This design comes from an exercise in tuning for small area and a short achievable clock period on the open sky130 flow, not from production work.
Function was checked by simulation only, so behaviour that the tests miss may differ from the original.

==> trial 49: inputs <==
// fire_seek_mode_sequencer
module fire_seek_mode_sequencer (
    input  logic        i_clk,
    input  logic        i_rst_n,
    input  logic        i_in_valid,
    output logic        i_in_ready,
    input  logic        i_in_operation,
    input  logic [9:0]  i_in_distance_cm,
    input  logic [31:0] i_in_now_tick,
    input  logic [1:0]  i_in_random_pick,
    input  logic        i_cfg_valid,
    output logic        i_cfg_ready,
    input  logic [2:0]  i_cfg_index,
    input  logic [15:0] i_cfg_data,
    output logic        o_out_valid,
    input  logic        o_out_ready,
    output logic [7:0]  o_out_servo_angle,
    output logic [2:0]  o_out_motion,
    output logic        o_out_fan_on,
    output logic [2:0]  o_out_mode,
    output logic        o_out_fire_seen,
    output logic        o_out_fire_near
);
export LEC_CHECK = 0
export CAP_MARGIN = 20
export CORE_MARGIN = 2
export CORE_UTILIZATION = 40
export SETUP_SLACK_MARGIN = 3.0
export SLEW_MARGIN = 20
create_clock -name core_clock -period 6.0 [get_ports {i_clk}]
standard.sh (not shown) runs the stock make flow with config.mk's settings and CLKGATE_MAP_FILE= SYNTH_SCRIPT=/design/flow/synth_recipe.tcl, a recipe that flattens the netlist after the stock synthesis.
==> flow/flow/run.sh <==
#!/bin/bash
# Standard synthesis, then the combinational logic between the standard synthesis's
# registers is re-mapped by ABC as one network (without the separate adder cells), then the
# standard layout steps, with plain buf_1 port buffers in place of clkdlybuf4s50_1.
# The registers (names, count and cells) are those of the standard synthesis.
set -euo pipefail
R=orfs/results/sky130hd/fire_seek_mode_sequencer/base
LIB=$FLOW_HOME/platforms/sky130hd/lib/sky130_fd_sc_hd__tt_025C_1v80.lib
# the standard synthesis, unchanged
bash standard.sh synth > synth.log 2>&1
cp $R/1_2_yosys.v std_synth.v
# re-map the combinational logic
DONTUSE=$(sed -n '/^export DONT_USE_CELLS/,/^$/p' $FLOW_HOME/platforms/sky130hd/config.mk | grep -o 'sky130_fd_sc_hd__[A-Za-z0-9_]*' | sed 's/^/-dont_use /' | tr '\n' ' ')
SEQ=$(grep -oE '^\s*sky130_fd_sc_hd__(df|edf|sdf|dl|conb)\w*' std_synth.v | sort -u | tr '\n' ' ')
ABCSCRIPT=$(sed -n 's/^ABC_SCRIPT=//p' flow/resyn.cfg)
cat > resyn.ys <<EOT
read_liberty -ignore_miss_func $LIB
read_verilog std_synth.v
hierarchy -top $FLOW_TOP
blackbox $SEQ
flatten
opt_clean
abc -liberty $LIB $DONTUSE ${ABCSCRIPT:+-script $FLOW_HOME/scripts/$ABCSCRIPT} -D 3000
opt_clean -purge
splitnets
opt_clean -purge
hilomap -singleton -hicell sky130_fd_sc_hd__conb_1 HI -locell sky130_fd_sc_hd__conb_1 LO
insbuf -buf sky130_fd_sc_hd__buf_4 A X
opt_clean -purge
stat -liberty $LIB
write_verilog -noattr -noexpr -nohex -nodec resyn.v
EOT
yosys -q -l resyn.log resyn.ys
cp resyn.v $R/1_2_yosys.v
rm -f $R/1_synth.odb $R/1_synth.sdc
# floorplan to final layout
bash standard.sh BUFFER_PORTS_ARGS="-buffer_cell sky130_fd_sc_hd__buf_1" finish > layout.log 2>&1
==> flow/flow/resyn.cfg <==
ABC_SCRIPT=abc_speed.script
==> inputs of trial 16, as changes to trial 49 <==
--- a/flow/design.v
+++ b/flow/design.v
@@ -67,11 +67,10 @@
     logic        r_pdl_set;  
     logic [31:0] r_pdl;      
     logic [31:0] r_tmr;      
     logic is_ctrl;
     assign is_ctrl = i_operation;
-    logic r_sel_patrol, r_sel_pause, r_sel_fan;
     logic m_patrol, m_pause, m_turn, m_appr, m_fan;
     assign m_patrol = (r_mode == MODE_PATROL);
     assign m_pause  = (r_mode == MODE_PAUSE);
     assign m_turn   = (r_mode == MODE_TURN);
     assign m_appr   = (r_mode == MODE_APPROACH);
@@ -79,36 +78,40 @@
     logic       r_lost, r_far;
     logic       lost, far;
     logic [9:0] n_range;
     assign lost    = r_lost;
     assign far     = r_far;
-    assign n_range = !i_rst_n ? 10'd999 : ((i_accept && !is_ctrl) ? i_distance_cm : r_range);
+    assign n_range = (i_accept && !is_ctrl) ? i_distance_cm : r_range;
     always_ff @(posedge i_clk) begin
-        r_range <= n_range;
-        r_lost  <= !ge32({22'd0, i_detect_next}, {22'd0, n_range});
-        r_far   <= !ge32({22'd0, i_stop_next}, {22'd0, n_range});
+        if (!i_rst_n) begin
+            r_lost <= 1'b1;
+            r_far  <= 1'b1;
+        end else begin
+            r_lost <= !ge32({22'd0, i_detect_next}, {22'd0, n_range});
+            r_far  <= !ge32({22'd0, i_stop_next}, {22'd0, n_range});
+        end
     end
     logic [31:0] t_ref, now, t_len;
     logic        ge_31, ge_32, due, tdone;
     assign now   = i_now_tick;
-    assign t_ref = r_sel_patrol ? r_pdl : r_tmr;
+    assign t_ref = m_patrol ? r_pdl : r_tmr;
     assign ge_31 = ge32({1'b0, now[30:0]}, {1'b0, t_ref[30:0]});
     assign due   = (m_patrol && !r_pdl_set) ? !now[31] : !(now[31] ^ t_ref[31] ^ !ge_31);
     assign ge_32 = ge32(now, t_ref);
     logic [31:0] csa_s;
     logic [32:0] csa_c;
     logic        s_hi;
-    assign t_len = {16'd0, r_sel_fan ? i_fan_max : i_pause_len};
-    assign csa_s = now ^ r_tmr ^ t_len;
-    assign csa_c = {(now & ~r_tmr) | (now & ~t_len) | (~r_tmr & ~t_len), 1'b1};
+    assign t_len = {16'd0, m_fan ? i_fan_max : i_pause_len};
+    assign csa_s = now ^ t_ref ^ t_len;
+    assign csa_c = {(now & ~t_ref) | (now & ~t_len) | (~t_ref & ~t_len), 1'b1};
     assign s_hi  = cout32(csa_s, csa_c[31:0]);
     assign tdone = ge_32 ? (csa_c[32] && s_hi) : (csa_c[32] || s_hi);
     logic [15:0] a_len;
     logic [16:0] sum_lo;
     logic [15:0] sum_hi;
     logic [31:0] sum;
-    assign a_len  = (r_sel_patrol && lost) ? i_patrol_period : (r_sel_pause ? i_turn_len : 16'd0);
+    assign a_len  = (m_patrol && lost) ? i_patrol_period : (m_pause ? i_turn_len : 16'd0);
     assign sum_lo = {1'b0, now[15:0]} + {1'b0, a_len};
     logic [15:0] pre1;
     always_comb begin
         logic [15:0] t;
         t = now[31:16];
@@ -216,32 +219,28 @@
         end
     end
     always_ff @(posedge i_clk) begin
         if (!i_rst_n) begin
             r_mode    <= MODE_PATROL;
-            r_sel_patrol <= 1'b1;
-            r_sel_pause  <= 1'b0;
-            r_sel_fan    <= 1'b0;
             r_pm      <= MOT_STOP;
             r_aux     <= 1'b0;
             r_scan    <= 1'b1;
             r_up      <= 1'b1;
             r_ang     <= 7'd0;
+            r_range   <= 10'd999;
             r_pdl_set <= 1'b0;
         end else if (i_accept) begin
             if (is_ctrl) begin
                 r_mode <= n_mode;
-                r_sel_patrol <= (n_mode == MODE_PATROL);
-                r_sel_pause  <= (n_mode == MODE_PAUSE);
-                r_sel_fan    <= (n_mode == MODE_FAN);
                 r_aux  <= n_aux;
                 r_scan <= !(m_pause || m_turn);
                 if (ld_pm) r_pm <= {1'b0, i_random_pick} + 3'd1;
                 if (ld_pdl) r_pdl_set <= 1'b1;
             end else begin
                 r_ang   <= n_ang;
                 r_up    <= n_up;
+                r_range <= i_distance_cm;
             end
         end
     end
     always_ff @(posedge i_clk) begin
         if (i_rst_n && i_accept && is_ctrl && ld_pdl) r_pdl <= sum;
@@ -321,20 +320,17 @@
     function automatic logic [15:0] rv_sel(input logic [15:0] rv, input logic [15:0] z,
                                            input logic [15:0] o);
         rv_sel = (rv & o) | (~rv & z);
     endfunction
     logic [15:0] w_detect, w_stop, w_right, w_left;
-    logic [9:0]  n_detect, n_stop;
-    assign n_detect = cfg_we[CFG_DETECT_LIMIT] ? w_detect[9:0] : r_detect_limit;
-    assign n_stop   = cfg_we[CFG_STOP_LIMIT] ? w_stop[9:0] : r_stop_limit;
     assign w_detect = rv_sel(16'd300, d_z, d_o);
     assign w_stop   = rv_sel(16'd50, d_z, d_o);
     assign w_right  = rv_sel(16'd60, d_z, d_o);
     assign w_left   = rv_sel(16'd120, d_z, d_o);
     always_ff @(posedge i_clk) begin
-        r_detect_limit <= n_detect;
-        r_stop_limit   <= n_stop;
+        if (cfg_we[CFG_DETECT_LIMIT])  r_detect_limit  <= w_detect[9:0];
+        if (cfg_we[CFG_STOP_LIMIT])    r_stop_limit    <= w_stop[9:0];
         if (cfg_we[CFG_PATROL_PERIOD]) r_patrol_period <= rv_sel(16'd3000, d_z, d_o);
         if (cfg_we[CFG_FAN_MAX])       r_fan_max       <= rv_sel(16'd5000, d_z, d_o);
         if (cfg_we[CFG_PAUSE])         r_pause_len     <= rv_sel(16'd300, d_z, d_o);
         if (cfg_we[CFG_TURN])          r_turn_len      <= rv_sel(16'd1308, d_z, d_o);
         if (cfg_we[CFG_RIGHT_SECTOR])  r_right_sector  <= w_right[7:0];
@@ -348,12 +344,12 @@
         .i_distance_cm   (i_in_distance_cm),
         .i_now_tick      (i_in_now_tick),
         .i_random_pick   (i_in_random_pick),
         .i_detect_limit  (r_detect_limit),
         .i_stop_limit    (r_stop_limit),
-        .i_detect_next   (n_detect),
-        .i_stop_next     (n_stop),
+        .i_detect_next   (cfg_we[CFG_DETECT_LIMIT] ? w_detect[9:0] : r_detect_limit),
+        .i_stop_next     (cfg_we[CFG_STOP_LIMIT] ? w_stop[9:0] : r_stop_limit),
         .i_patrol_period (r_patrol_period),
         .i_fan_max       (r_fan_max),
         .i_pause_len     (r_pause_len),
         .i_turn_len      (r_turn_len),
         .i_right_sector  (r_right_sector),
==> flow/flow/run.sh (replaced) <==
#!/bin/bash
# Standard layout flow, except that the port buffers are plain buf_1 cells (which the
# resizer may upsize) instead of the default clkdlybuf4s50_1 delay buffers.
set -euo pipefail
# the standard synthesis, unchanged
bash standard.sh synth > synth.log 2>&1
# floorplan to final layout
bash standard.sh BUFFER_PORTS_ARGS="-buffer_cell sky130_fd_sc_hd__buf_1" finish > layout.log 2>&1
removed: flow/flow/resyn.cfg
==> results.txt <==
- Trial 16 finished clean. Trial 49 produced a clean layout.
- Between trial 16 and trial 49, the lower area after synthesis is in trial 49 (gap 1.2%, measured against trial 49).
- Against trial 49, the critical path depth of trial 16 is higher by 3.
- Against trial 16, the wire length of trial 49 is larger by 8.0%.
- Sequential cell count: trial 16 is lower than trial 49 (3).

[re-timing with driven ports]
The flow's constraints put no driver on any port. The routed layouts listed below were extracted and timed again, unchanged, in two steps.
Step 1, drivers: a clkbuf_16 drives i_clk and a buf_2 each remaining input, both assumed.
Step 2 times the ports against the registers' clock, not the clock port: input delays grow and output delays shrink by t, the midpoint of the rising clock arrivals with the driver on.
a / b / c = no drivers / after step 1 / after step 2; a / b = the first two.
run | shift t [ns] | setup WS [ns] | cell pins on the clock port's net
trial 49 | 0.492 | 2.070 / 2.077 / 1.585 | 1
trial 16 | 0.479 | 2.022 / 2.022 / 1.649 | 1
After both steps setup and hold are still met in every run listed. For trial 49, which loses most, drivers alone change the setup slack by +0.007 ns; drivers and shift together by -0.485 ns.
